Context: an optimization exercise on an open-source flow, tuned for small area, a short achievable clock period and few clock cycles per item. The choices shown serve that exercise and are no tape-out recipe.
RTL that was checked went through simulation tests only; none was proved equivalent to the original.
Power figures rest on the tool's default switching activity, not on a simulated workload.

the baseline:
==> module bmem_bridge, before the edit <==
module bmem_bridge
#(
    parameter int ADDR_W = 32
) (
    input  wire logic                 clk,
    input  wire logic                 rst,
    input  wire logic                 fetch_req_i,
    input  wire logic [ADDR_W-1:0]    fetch_addr_i,
    output logic                      fetch_resp_o,
    output logic      [bmem_pkg::WORD_BITS-1:0] fetch_word_o,
    input  wire logic                 dline_read_i,
    input  wire logic                 dline_write_i,
    input  wire logic [ADDR_W-1:0]    dline_addr_i,
    input  wire logic [bmem_pkg::LINE_BITS-1:0] dline_wdata_i,
    output logic                      dline_resp_o,
    output logic      [bmem_pkg::LINE_BITS-1:0] dline_rdata_o,
    output logic      [ADDR_W-1:0]    bmem_addr_o,
    output logic                      bmem_read_o,
    output logic                      bmem_write_o,
    output logic      [bmem_pkg::BEAT_BITS-1:0] bmem_wdata_o,
    input  wire logic                 bmem_ready_i,
    input  wire logic [bmem_pkg::BEAT_BITS-1:0] bmem_rdata_i,
    input  wire logic                 bmem_rvalid_i
);
    localparam int OFF   = bmem_pkg::OFFSET_BITS;
    localparam int TAG_W = ADDR_W - OFF;
    logic [3:0][63:0]   buf_q;
    logic [TAG_W-1:0]   tag_q;
    logic               iv_q;        
    logic               rd_busy;
    logic               rd_data_q;   
    logic [3:0]         st_q;        
    logic [3:0]         arr_q;
    logic               wr_act_q;
    logic [3:0]         wsel_q;
    logic               rlock_q;
    logic               rlock_data_q;
    logic               f_match;
    logic [3:0]         f_ok;
    logic [63:0]        f_beat;
    logic [31:0]        f_buf_word;
    logic [31:0]        f_bus_word;
    assign rd_busy = |arr_q;
    assign f_match = iv_q && (tag_q == fetch_addr_i[ADDR_W-1:OFF]);
    assign f_ok    = st_q | (arr_q & {4{bmem_rvalid_i}});
    assign f_beat     = buf_q[fetch_addr_i[4:3]];
    assign f_buf_word = fetch_addr_i[2] ? f_beat[63:32] : f_beat[31:0];
    assign f_bus_word = fetch_addr_i[2] ? bmem_rdata_i[63:32] : bmem_rdata_i[31:0];
    assign fetch_resp_o = fetch_req_i && f_match && f_ok[fetch_addr_i[4:3]];
    assign fetch_word_o = st_q[fetch_addr_i[4:3]] ? f_buf_word : f_bus_word;
    logic               f_miss;
    logic               d_pend;
    logic               g_fetch;
    logic               g_dread;
    logic               g_write;
    logic               a_data;
    assign f_miss  = fetch_req_i && !f_match;
    assign d_pend  = dline_read_i || dline_write_i;
    assign g_write = !rd_busy && (wr_act_q || (!rlock_q && dline_write_i));
    assign g_dread = !rd_busy && !wr_act_q && (rlock_q ? rlock_data_q : dline_read_i);
    assign g_fetch = !rd_busy && !wr_act_q && (rlock_q ? !rlock_data_q : (!d_pend && f_miss));
    assign a_data  = d_pend && !(rlock_q && !rlock_data_q);
    assign bmem_read_o  = g_fetch || g_dread;
    assign bmem_write_o = g_write;
    assign bmem_addr_o  = {(a_data ? dline_addr_i[ADDR_W-1:OFF] : fetch_addr_i[ADDR_W-1:OFF]), {OFF{1'b0}}};
    always_comb begin
        bmem_wdata_o = '0;
        for (int k = 0; k < 4; k++) begin
            bmem_wdata_o = bmem_wdata_o | (dline_wdata_i[64*k +: 64] & {64{wsel_q[k]}});
        end
    end
    logic               last_rbeat;
    logic               last_wbeat;
    assign last_rbeat = arr_q[3] && bmem_rvalid_i;
    assign last_wbeat = wsel_q[3] && bmem_ready_i;
    assign dline_resp_o  = (last_rbeat && rd_data_q) || last_wbeat;
    assign dline_rdata_o = {bmem_rdata_i, buf_q[2], buf_q[1], buf_q[0]};
    always_ff @(posedge clk) begin
        if (rst) begin
            iv_q      <= 1'b0;
            rd_data_q <= 1'b0;
            wr_act_q  <= 1'b0;
            wsel_q    <= 4'd1;
            rlock_q   <= 1'b0;
            rlock_data_q <= 1'b0;
            st_q      <= 4'd0;
            arr_q     <= 4'd0;
        end else begin
            if (bmem_read_o) begin
                rlock_q      <= !bmem_ready_i;
                rlock_data_q <= g_dread;
                if (bmem_ready_i) begin
                    rd_data_q <= g_dread;
                    iv_q      <= 1'b1;
                    st_q      <= 4'd0;
                    arr_q     <= 4'd1;
                end
            end
            if (bmem_rvalid_i) begin
                st_q   <= st_q | arr_q;
                arr_q  <= {arr_q[2:0], 1'b0};
            end
            if (g_write) begin
                wr_act_q <= !last_wbeat;
                if (bmem_ready_i) begin
                    wsel_q <= {wsel_q[2:0], wsel_q[3]};
                end
                if (tag_q == dline_addr_i[ADDR_W-1:OFF]) begin
                    iv_q <= 1'b0;
                end
            end
        end
    end
    always_ff @(posedge clk) begin
        if (bmem_read_o && bmem_ready_i) begin
            tag_q <= bmem_addr_o[ADDR_W-1:OFF];
        end
        for (int k = 0; k < 4; k++) begin
            if (bmem_rvalid_i && arr_q[k]) begin
                buf_q[k] <= bmem_rdata_i;
            end
        end
    end
endmodule
Settings: LEC_CHECK=0, CAP_MARGIN=20, CORE_AREA=5 5 225 225, DIE_AREA=0 0 230 230, SETUP_SLACK_MARGIN=2.0, SLEW_MARGIN=20; clock period 5.0 ns.
standard.sh (not shown) runs the stock make flow with config.mk's settings and CLKGATE_MAP_FILE= SYNTH_SCRIPT=/design/flow/synth_recipe.tcl, a recipe that flattens the netlist after the stock synthesis.
==> flow/flow/run.sh <==
#!/bin/bash
# Standard layout, with the smallest buffer on every input and output port.
set -euo pipefail
export BUFFER_PORTS_ARGS="-buffer_cell sky130_fd_sc_hd__buf_1"
bash standard.sh > standard_flow.log 2>&1
Testbench counts of the baseline, summed over its fixed seeds: cycles 6,209, items 2,640.
Relative to the baseline, the following input files were edited for the candidate:
-- flow/design.v --
<<< the baseline, line 58
    assign rd_busy = |arr_q;
    assign f_match = iv_q && (tag_q == fetch_addr_i[ADDR_W-1:OFF]);
    assign f_ok    = st_q | (arr_q & {4{bmem_rvalid_i}});
    assign f_beat     = buf_q[fetch_addr_i[4:3]];
    assign f_buf_word = fetch_addr_i[2] ? f_beat[63:32] : f_beat[31:0];
    assign f_bus_word = fetch_addr_i[2] ? bmem_rdata_i[63:32] : bmem_rdata_i[31:0];
    assign fetch_resp_o = fetch_req_i && f_match && f_ok[fetch_addr_i[4:3]];
    assign fetch_word_o = st_q[fetch_addr_i[4:3]] ? f_buf_word : f_bus_word;
    logic               f_miss;
    logic               d_pend;
>>> the candidate, line 58
    assign rd_busy = |arr_q;
    assign f_match = iv_q && (tag_q == fetch_addr_i[ADDR_W-1:OFF]);
    assign f_ok    = st_q;
    assign f_beat     = buf_q[fetch_addr_i[4:3]];
    assign f_buf_word = fetch_addr_i[2] ? f_beat[63:32] : f_beat[31:0];
    assign f_bus_word = fetch_addr_i[2] ? bmem_rdata_i[63:32] : bmem_rdata_i[31:0];
    assign fetch_resp_o = fetch_req_i && f_match && f_ok[fetch_addr_i[4:3]];
    assign fetch_word_o = f_buf_word;
    logic               f_miss;
    logic               d_pend;
--- outcome ---
- In summary, the candidate completed successfully, with a layout that passed the timing, design-rule and antenna checks.
- Area share of and/or/nand/nor cells after synthesis (lower): the candidate
- Looking only at placed instance area, and setting everything else aside, the lower value of the baseline and the candidate goes to the candidate.
- Cell count after placement down 1.1% in the candidate wrt the baseline
- Compared the candidate vs the baseline, and inverter count is up in the candidate.
- Comparing the candidate with the baseline, the power attributed to the clock group came out essentially unchanged.
- Compared with the baseline, the candidate shows a higher biggest cell delay along the critical path.
- NOTE average routed wire per standard cell the baseline->the candidate decreased by more than 10%
- The candidate — part of the total power dissipated in combinational logic 1.2 points lower, the baseline as reference
- In terms of area fraction of clock buffers and clock inverters, the baseline and the candidate differ only marginally.
- Changes observed in the candidate relative to the baseline: critical path depth shows an increase of 2, sum of met2 wire segment lengths after detailed routing shows a reduction of 5.4 mm.
- Where power is concerned, the baseline is outperformed by the candidate.
- Relative to the baseline, number of filler cells placed in the layout has decreased by 81 in the candidate.
The RTL of the candidate was laid out without a check of its function.

-- afterwards: timing with drivers on the ports --
No port has a modelled driver above. Below, the same layouts with a new extraction and two added sets of constraints. Step 1, drivers: a clkbuf_16 drives clk and a buf_2 each remaining input, both assumed. Step 2 moves the port delays by t, midway between the first and last clock arrival at a register: inputs arrive t later, outputs are due t later. That takes back most of the time a late clock gives input paths. a / b / c = ideal / step 1 / step 2; a / b = the first two.
run	shift t [ns]	slack for setup (ns)	worst setup path at the end	slew at the worst register clock pin (ns)
the baseline	0.591	1.426 / 1.318 / 1.318	input to output	0.06 / 0.06
the candidate	0.567	1.456 / 1.372 / 1.372	input to output	0.06 / 0.06
After both steps setup and hold are still met in every run listed. For the baseline, which loses most, drivers alone change the setup slack by -0.108 ns; drivers and shift together by -0.108 ns.
